This design comes from an exercise in tuning for small area on the open sky130 flow, not from production work. Function was checked by simulation only, so behaviour that the tests miss may differ from the original. Power figures rest on the tool's default switching activity, not on a simulated workload.

== west ==
## sha1_channel_sched
module sha1_channel_sched #(
    parameter int CHANNEL_NUM_TOTAL = 64,
    parameter int CHANNEL_NUM_WIDTH = $clog2(CHANNEL_NUM_TOTAL),
    parameter int TAG_DATA_WIDTH    = 14,
    parameter int CNT_WIDTH         = $clog2(CHANNEL_NUM_TOTAL + 1)
) (
    input  logic                         sys_clk,
    input  logic                         sys_rst,
    input  logic                         alloc_req,
    input  logic [TAG_DATA_WIDTH-1:0]    alloc_tag,
    output logic                         alloc_ready,
    output logic                         alloc_gnt,
    output logic [CHANNEL_NUM_WIDTH-1:0] alloc_ch,
    input  logic                         rel_val,
    input  logic [CHANNEL_NUM_WIDTH-1:0] rel_ch,
    output logic                         rel_tag_val,
    output logic [TAG_DATA_WIDTH-1:0]    rel_tag,
    output logic [CNT_WIDTH-1:0]         free_cnt,
    output logic                         err_double_free
);
clock: 9.0 ns
lec_check: 0
cap_margin: 0
core_margin: 2
core_utilization: 60
cts_buf_list: sky130_fd_sc_hd__clkbuf_8
cts_cluster_diameter: 50
cts_cluster_size: 15
slew_margin: 0
synth_hierarchical: 1
run.sh (not shown) runs the stock make flow with config.mk's settings and CLKGATE_MAP_FILE= SYNTH_SCRIPT=/design/flow/synth_recipe.tcl, a recipe that flattens the netlist after the stock synthesis.
For north, these inputs were changed with respect to west:
Settings: swapping 0 for 20 in CAP_MARGIN; swapping 0 for 20 in SLEW_MARGIN; swapping 60 for 40 in CORE_UTILIZATION; swapping 15 for 18 in CTS_CLUSTER_SIZE.
==> comparison <==
north ends up with a number of cells in the finished layout apart from fillers that is 493 higher than in west.
Compared with west, in north synthesized-area fraction occupied by ao, oa, aoi and oai cells now sits at about the same level, critical path depth now sits lower.
On final period utilization: north sits below west.
HPWL after detailed placement, north vs west: up slightly
north: number of placed cells counting well taps is 443 higher than what west reported.
Looking only at combinational cell fraction of total power, and setting everything else aside, the higher value of north and west goes to west.
On north: routing usage on met2 is 19 points lower than what west gave.
As of north, routed wire length had risen slightly compared to west.
The number of optimization iterations in the first detailed-route pass in north sits 2 below the value recorded for west.

v1:
sha1_channel_sched, a different RTL version from the one above (not shown whole).
For scale: roughly 3000 cells after synthesis, about 980 flip-flops, roughly 55 I/O pins, about 0.036 mm² of cells after synthesis.
clock: 9.0 ns
lec_check: 0
cap_margin: 10
core_margin: 2
core_utilization: 40
gpl_timing_driven: 0
setup_slack_margin: 0.2
slew_margin: 10
synth_hierarchical: 1
standard.sh (not shown) runs the stock make flow with config.mk's settings and CLKGATE_MAP_FILE= SYNTH_SCRIPT=/design/flow/synth_recipe.tcl, a recipe that flattens the netlist after the stock synthesis.
==> flow/flow/run.sh <==
#!/bin/bash
set -euo pipefail
CTS="-sink_clustering_enable -repair_clock_nets -dont_use_dummy_load"
CTS="$CTS -sink_clustering_size 10 -sink_clustering_max_diameter 50"
CTS="$CTS -buf_list \"sky130_fd_sc_hd__clkbuf_4 sky130_fd_sc_hd__clkbuf_8\""
bash standard.sh "CTS_ARGS=$CTS" \
    "BUFFER_PORTS_ARGS=-buffer_cell sky130_fd_sc_hd__buf_1" \
    finish > standard.log 2>&1
Tool error STA-0564 stopped v1 during clock tree synthesis; no final results.
diff inputs: v1 => v16
- setting PLACE_DENSITY to 0.7 for the first time
==> flow/flow/run.sh <==
#!/bin/bash
set -euo pipefail
CTS="-sink_clustering_enable -repair_clock_nets -dont_use_dummy_load"
CTS="$CTS -sink_clustering_size 8 -sink_clustering_max_diameter 40"
CTS="$CTS -buf_list sky130_fd_sc_hd__clkbuf_4"
bash standard.sh "CTS_ARGS=$CTS" \
    "BUFFER_PORTS_ARGS=-buffer_cell sky130_fd_sc_hd__buf_1" \
    finish > standard.log 2>&1
Notes after the runs:
From v1 to v16 the numbers moved as follows: number of nets produced by synthesis held steady; cell area after placement held steady. Diff v16..v1 | starting density of the core | unchanged. Having completed the whole flow, v16 delivered a layout that passed the timing, design-rule and antenna checks. Re count of distinct cell types in the synthesized netlist: no difference whatsoever between v1 and v16.
Modified inputs, v46 compared to v16
- PLACE_DENSITY: 0.7 -> 0.75
==> flow/flow/run.sh <==
#!/bin/bash
set -euo pipefail
CTS="-sink_clustering_enable -repair_clock_nets -dont_use_dummy_load"
CTS="$CTS -sink_clustering_size 10 -sink_clustering_max_diameter 50"
CTS="$CTS -buf_list sky130_fd_sc_hd__clkbuf_4"
bash standard.sh "CTS_ARGS=$CTS" \
    "BUFFER_PORTS_ARGS=-buffer_cell sky130_fd_sc_hd__buf_1" \
    finish > standard.log 2>&1
==> run notes <==
Lower layout overhead on the synthesized area goes to v46 over v16. On routed wire length on met2, the higher figure sits with v16, not v46. Cells: v46 has fewer instances than v16. Between v16 and v46, the difference in sequential-cell power consumption is negligible. v46: complete, dirty (max-capacitance violations, max-slew violations). Compared with v16, final net count in v46 decreased slightly.

## lagoon
sha1_channel_sched with an RTL version that a note above also has.
Size in the first run: roughly 3100 cells after synthesis, roughly 980 flip-flops, roughly 55 I/O pins, about 37000 µm² of cells after synthesis.
Settings: LEC_CHECK=0, CAP_MARGIN=0, CORE_MARGIN=2, CORE_UTILIZATION=40, CTS_BUF_LIST=sky130_fd_sc_hd__clkbuf_8, CTS_CLUSTER_DIAMETER=80, CTS_CLUSTER_SIZE=15, SLEW_MARGIN=0, SYNTH_HIERARCHICAL=1; clock period 9.0 ns.
run.sh (not shown) runs the stock make flow with config.mk's settings and CLKGATE_MAP_FILE= SYNTH_SCRIPT=/design/flow/synth_recipe.tcl, a recipe that flattens the netlist after the stock synthesis.
Stock flow here: none of the scripts above is used.
Modified inputs, indigo compared to lagoon
Settings: CAP_MARGIN: 0 -> 20; SLEW_MARGIN: 0 -> 20; CTS_CLUSTER_DIAMETER: 80 -> 50.
Notes after the runs:
Per the comparison of indigo with lagoon, clock transition time at the flip-flop clock pins of the worst setup and hold paths lower, placed wire-length estimate after detailed placement roughly the same.
Compared with lagoon, indigo shows a setup slack that is 140 ps higher.
When indigo is measured against lagoon, its area added between synthesis and finish turns out 3.7 points higher.
The pre-CTS setup slack of indigo was superior to that of lagoon.
Looking at shortest clock period the worst path allows after layout, indigo sits 140 ps lower than lagoon does.
Per the comparison of indigo with lagoon, cell-internal power increased by 0.74 mW relative to the old numbers, final period utilization decreased 1.5 points, met3 track utilization from global routing picked up an extra 0.42 points.
Capturing instance or port of the critical path = tag_q[86]: indigo; capturing instance or port of the critical path = rel_tag[3]: lagoon
Going from lagoon to indigo, power per cell area grows by 16 nW/µm².

RTL: one of the versions met above, not the one the previous note started from.
For scale: ~3000 cells after synthesis, ~980 flip-flops, about 55 I/O pins, roughly 36000 sq um of cells after synthesis.
==> flow/design.v (excerpt) <==
module sha1_channel_sched #(
    parameter int CHANNEL_NUM_TOTAL = 64,
    parameter int CHANNEL_NUM_WIDTH = $clog2(CHANNEL_NUM_TOTAL),
    parameter int TAG_DATA_WIDTH    = 14,
    parameter int CNT_WIDTH         = $clog2(CHANNEL_NUM_TOTAL + 1)
) (
    input  logic                         sys_clk,
    input  logic                         sys_rst,
    input  logic                         alloc_req,
    input  logic [TAG_DATA_WIDTH-1:0]    alloc_tag,
    output logic                         alloc_ready,
    output logic                         alloc_gnt,
    output logic [CHANNEL_NUM_WIDTH-1:0] alloc_ch,
    input  logic                         rel_val,
    input  logic [CHANNEL_NUM_WIDTH-1:0] rel_ch,
    output logic                         rel_tag_val,
    output logic [TAG_DATA_WIDTH-1:0]    rel_tag,
    output logic [CNT_WIDTH-1:0]         free_cnt,
    output logic                         err_double_free
);
    localparam int N  = CHANNEL_NUM_TOTAL;
    localparam int W  = CHANNEL_NUM_WIDTH;
    localparam int TW = TAG_DATA_WIDTH;
    localparam int GW = W / 2;               
    localparam int GS = 1 << GW;             
    localparam int HW = W - GW;              
    localparam int NG = 1 << HW;             
    logic              init_q;       
    logic [W-1:0]      last_q;       
    logic [N-1:0]      free_q;       
    logic [CNT_WIDTH-1:0] free_cnt_q;
    logic              gnt_q;
    logic              rtv_q;
    logic              err_q;
    logic [W-1:0]      rel_ch_q;
    logic [N*TW-1:0]   tag_q;        
    logic              accept;
    logic              rel_free;
    logic              rel_ok;
    logic              rel_bad;
    logic [HW-1:0]     lg;
    logic [GW-1:0]     lo;
    logic [GS-1:0]     above;        
    logic [NG-1:0]     grp_gt, grp_eq;
    logic [NG-1:0]     any_free, any_hi;
    logic [2*NG-1:0]   cand, cand_pick;
    logic [NG-1:0]     grp_oh;       
    logic              use_above;    
    logic [GS-1:0]     vec;
    logic [GS-1:0]     off_oh;       
    logic [HW-1:0]     grp_bin;
    logic [GW-1:0]     off_bin;
    assign lg = last_q[W-1:GW];
  ...
==> flow/config.mk <==
export PLATFORM = sky130hd
export DESIGN_NAME = sha1_channel_sched
export DESIGN_NICKNAME = sha1_channel_sched
export VERILOG_FILES = /design/flow/design.v
export SDC_FILE = /design/flow/constraint.sdc
export NUM_CORES = 4
export LEC_CHECK = 0
export CAP_MARGIN = 10
export CORE_MARGIN = 2
export CORE_UTILIZATION = 40
export GPL_TIMING_DRIVEN = 0
export SETUP_SLACK_MARGIN = 0.2
export SLEW_MARGIN = 10
export SYNTH_HIERARCHICAL = 1
==> flow/constraint.sdc <==
create_clock -name core_clock -period 9.0 [get_ports {sys_clk}]
set_input_delay 1.8000 -clock core_clock [delete_from_list [all_inputs] [get_ports {sys_clk}]]
set_output_delay 1.8000 -clock core_clock [all_outputs]
set_load 0.01 [all_outputs]
standard.sh (not shown) runs the stock make flow with config.mk's settings and CLKGATE_MAP_FILE= SYNTH_SCRIPT=/design/flow/synth_recipe.tcl, a recipe that flattens the netlist after the stock synthesis.
==> flow/flow/run.sh <==
#!/bin/bash
set -euo pipefail
CTS="-sink_clustering_enable -repair_clock_nets -dont_use_dummy_load"
CTS="$CTS -sink_clustering_size 10 -sink_clustering_max_diameter 50"
CTS="$CTS -buf_list sky130_fd_sc_hd__clkbuf_4"
bash standard.sh "CTS_ARGS=$CTS" \
    "BUFFER_PORTS_ARGS=-buffer_cell sky130_fd_sc_hd__buf_1" \
    finish > standard.log 2>&1
The first run went through all stages and came out clean.
Next try:
==> flow/flow/run.sh (replaced) <==
#!/bin/bash
set -euo pipefail
CTS="-sink_clustering_enable -repair_clock_nets -dont_use_dummy_load"
CTS="$CTS -sink_clustering_size 15 -sink_clustering_max_diameter 80"
CTS="$CTS -buf_list sky130_fd_sc_hd__clkbuf_8"
bash standard.sh "CTS_ARGS=$CTS" \
    "BUFFER_PORTS_ARGS=-buffer_cell sky130_fd_sc_hd__buf_1" \
    finish > standard.log 2>&1
Settings changed: PLACE_DENSITY set to 0.75.
After rerunning: Final cell count shrinks slightly; design area climbs slightly; combinational power shrinks by a few percent; synthesized cell count does not change; sequential share of layout area went down by 0.18 points; worst hold slack is worse by 0.0064 ns; routed wire length fell by roughly a tenth.
Next try:
Settings changed: PLACE_DENSITY 0.75 to not set.
=> Routed wire length rises by roughly a tenth. Final cell count hardly moves. Worst setup slack degrades by 0.47 ns. Clock-buffer cell count rises by 1.
Next try:
==> flow/run.sh (new file) <==
#!/bin/bash
# synth_recipe.tcl (not shown) runs the flow's synth.tcl, then flattens the netlist and writes it again
# the make line also repeats each setting of config.mk as NAME=value (left out here)
make -C /OpenROAD-flow-scripts/flow DESIGN_CONFIG=/design/flow/config.mk WORK_HOME=/design/flow/orfs CLKGATE_MAP_FILE= SYNTH_SCRIPT=/design/flow/synth_recipe.tcl finish
Settings changed: CTS_BUF_LIST set to sky130_fd_sc_hd__clkbuf_8, CTS_CLUSTER_DIAMETER set to 80, CTS_CLUSTER_SIZE set to 15, SETUP_SLACK_MARGIN 0.2 to not set.
removed: flow/flow/run.sh
removed: flow/standard.sh
=> The changed run went through all stages and came out clean; setup slack got worse by 0.16 ns; fmax came out lower by 1.9%; non-clock buffer count is lower by 3; routed wire length stays flat.

Setup of oak:
Another version of the RTL of sha1_channel_sched (not shown whole).
For scale: roughly 3600 cells after synthesis, about 980 flip-flops, ~55 I/O pins, about 40000 sq um of cells after synthesis.
clock: 9.0 ns
lec_check: 0
cap_margin: 20
core_margin: 2
core_utilization: 40
slew_margin: 20
synth_hierarchical: 1
run.sh (not shown) runs the stock make flow with config.mk's settings and CLKGATE_MAP_FILE= SYNTH_SCRIPT=/design/flow/synth_recipe.tcl, a recipe that flattens the netlist after the stock synthesis.
Stock flow here: none of the scripts above is used.
For pine, these inputs were changed with respect to oak:
Settings: CTS_CLUSTER_SIZE: unset -> 15; CTS_BUF_LIST: unset -> sky130_fd_sc_hd__clkbuf_8; CTS_CLUSTER_DIAMETER: unset -> 50.
### Flow results
- Delta (pine minus oak): accumulated negative setup slack held steady; number of cells in the finished layout apart from fillers essentially unchanged; final count of hold timing violations essentially unchanged; average routed wire per standard cell closely matched the old numbers; power share of the clock group lost 6.6 points.
- Taking pine over oak, the power ratio works out to 0.914.
- There was hardly any difference in routed via count between pine and oak.
- pine does better than oak on power dissipated by switching net loads.
- pine against oak: sequential share of cell area up 1.3 points, met3 routing resource usage after global routing barely changed, worst-margin pin slew now larger.
diff inputs: pine => birch
Settings: CTS_BUF_LIST: sky130_fd_sc_hd__clkbuf_8 -> sky130_fd_sc_hd__clkbuf_16; CTS_CLUSTER_DIAMETER: 50 -> 60; CTS_CLUSTER_SIZE: 15 -> 22.
### Flow results
When birch is set beside pine, its arrival time reported for the critical path endpoint turns out to be 0.15 ns smaller. From pine to birch the numbers moved as follows: amount of wire on met2 after detailed routing has increased, critical path depth has remained practically unchanged, area growth from synthesis to layout has increased, worst-case headroom to the max-slew limit has decreased, leakage power of the design has increased. Changes observed in birch relative to pine: power after layout higher; global-route track usage on met1 roughly the same; proportion of power drawn by the clock network higher; relative contribution of combinational cells to total power lower. Status: worst hold slack parity (pine, birch).

sha1_channel_sched, a different RTL version from the one above (not shown whole).
For scale: about 980 flip-flops, roughly 36000 um^2 of cells after synthesis.
Settings: LEC_CHECK=0, CAP_MARGIN=10, CORE_MARGIN=2, CORE_UTILIZATION=40, GPL_TIMING_DRIVEN=0, SLEW_MARGIN=10, SYNTH_HIERARCHICAL=1; clock period 9.0 ns.
standard.sh (not shown) runs the stock make flow with config.mk's settings and CLKGATE_MAP_FILE= SYNTH_SCRIPT=/design/flow/synth_recipe.tcl, a recipe that flattens the netlist after the stock synthesis.
==> flow/flow/run.sh <==
#!/bin/bash
set -euo pipefail
CTS="-sink_clustering_enable -repair_clock_nets -dont_use_dummy_load"
CTS="$CTS -sink_clustering_size 15 -sink_clustering_max_diameter 80"
CTS="$CTS -buf_list sky130_fd_sc_hd__clkbuf_8"
bash standard.sh "CTS_ARGS=$CTS" finish > standard.log 2>&1
Then changed:
==> flow/run.sh (new file) <==
#!/bin/bash
# synth_recipe.tcl (not shown) runs the flow's synth.tcl, then flattens the netlist and writes it again
# the make line also repeats each setting of config.mk as NAME=value (left out here)
make -C /OpenROAD-flow-scripts/flow DESIGN_CONFIG=/design/flow/config.mk WORK_HOME=/design/flow/orfs CLKGATE_MAP_FILE= SYNTH_SCRIPT=/design/flow/synth_recipe.tcl finish
--- a/flow/config.mk
+++ b/flow/config.mk
@@ -9,4 +9,7 @@
 export CORE_MARGIN = 2
 export CORE_UTILIZATION = 40
+export CTS_BUF_LIST = sky130_fd_sc_hd__clkbuf_8
+export CTS_CLUSTER_DIAMETER = 80
+export CTS_CLUSTER_SIZE = 15
 export GPL_TIMING_DRIVEN = 0
 export SLEW_MARGIN = 10
removed: flow/flow/run.sh
removed: flow/standard.sh
Effect:
- via count stays flat
- die area stays the same
- worst setup slack gets worse by 0.10 ns
- clock-buffer cell count rises by 2
- utilization rises by 0.15 points
- non-clock buffer count is unchanged
- first-iteration DRC count falls by 1.4%
- clock skew falls by 0.050 ns

-- static timing again, ports no longer ideal --
The flow's constraints put no driver on any port. The routed layouts listed below were extracted and timed again, unchanged, in two steps.
Step 1 assumes that a clkbuf_16 drives the clock port and a buf_2 every other input.
Step 2 adds t to the input delays and takes it off the output delays; t is the mean of the earliest and latest rising clock arrival at the registers after step 1. Input paths then give back, and output paths get back, about the clock's delay inside the block.
Three values: no drivers, after step 1, after step 2; two values: the first two.
run | shift t [ns] | slack for setup (ns) | worst register clock-pin slew, ns | cell pins on the clock port's net
west | 0.780 | 1.660 / 1.601 / 1.471 | 0.10 / 0.10 | 1
north | 0.831 | 1.990 / 1.922 / 1.884 | 0.11 / 0.11 | 1
v16 | 1.095 | 0.484 / 0.484 / 0.484 | 0.10 / 0.10 | 1
v46 | 1.030 | 0.968 / 0.968 / 0.968 | 0.12 / 0.12 | 1
lagoon | 0.790 | 1.916 / 1.851 / 1.867 | 0.11 / 0.11 | 1
indigo | 0.845 | 2.054 / 2.021 / 1.836 | 0.10 / 0.10 | 1
the first run of note 4 | 1.006 | 0.678 / 0.678 / 0.678 | 0.12 / 0.12 | 1
the second run of note 4 | 0.764 | 1.050 / 1.050 / 1.050 | 0.12 / 0.12 | 1
the third run of note 4 | 0.753 | 0.579 / 0.579 / 0.579 | 0.10 / 0.10 | 1
the fourth run of note 4 | 0.774 | 0.415 / 0.415 / 0.415 | 0.11 / 0.11 | 1
oak | 0.735 | 1.812 / 1.812 / 1.812 | 0.07 / 0.07 | 1
pine | 0.828 | 1.762 / 1.762 / 1.762 | 0.10 / 0.10 | 1
birch | 0.740 | 1.808 / 1.808 / 1.808 | 0.09 / 0.09 | 1
the first run of note 6 | 0.785 | 0.819 / 0.819 / 0.819 | 0.11 / 0.11 | 1
the second run of note 6 | 0.804 | 0.715 / 0.715 / 0.715 | 0.11 / 0.11 | 1
The setup slack of indigo, which loses most, moves by -0.033 ns with the drivers and by -0.218 ns with both steps.
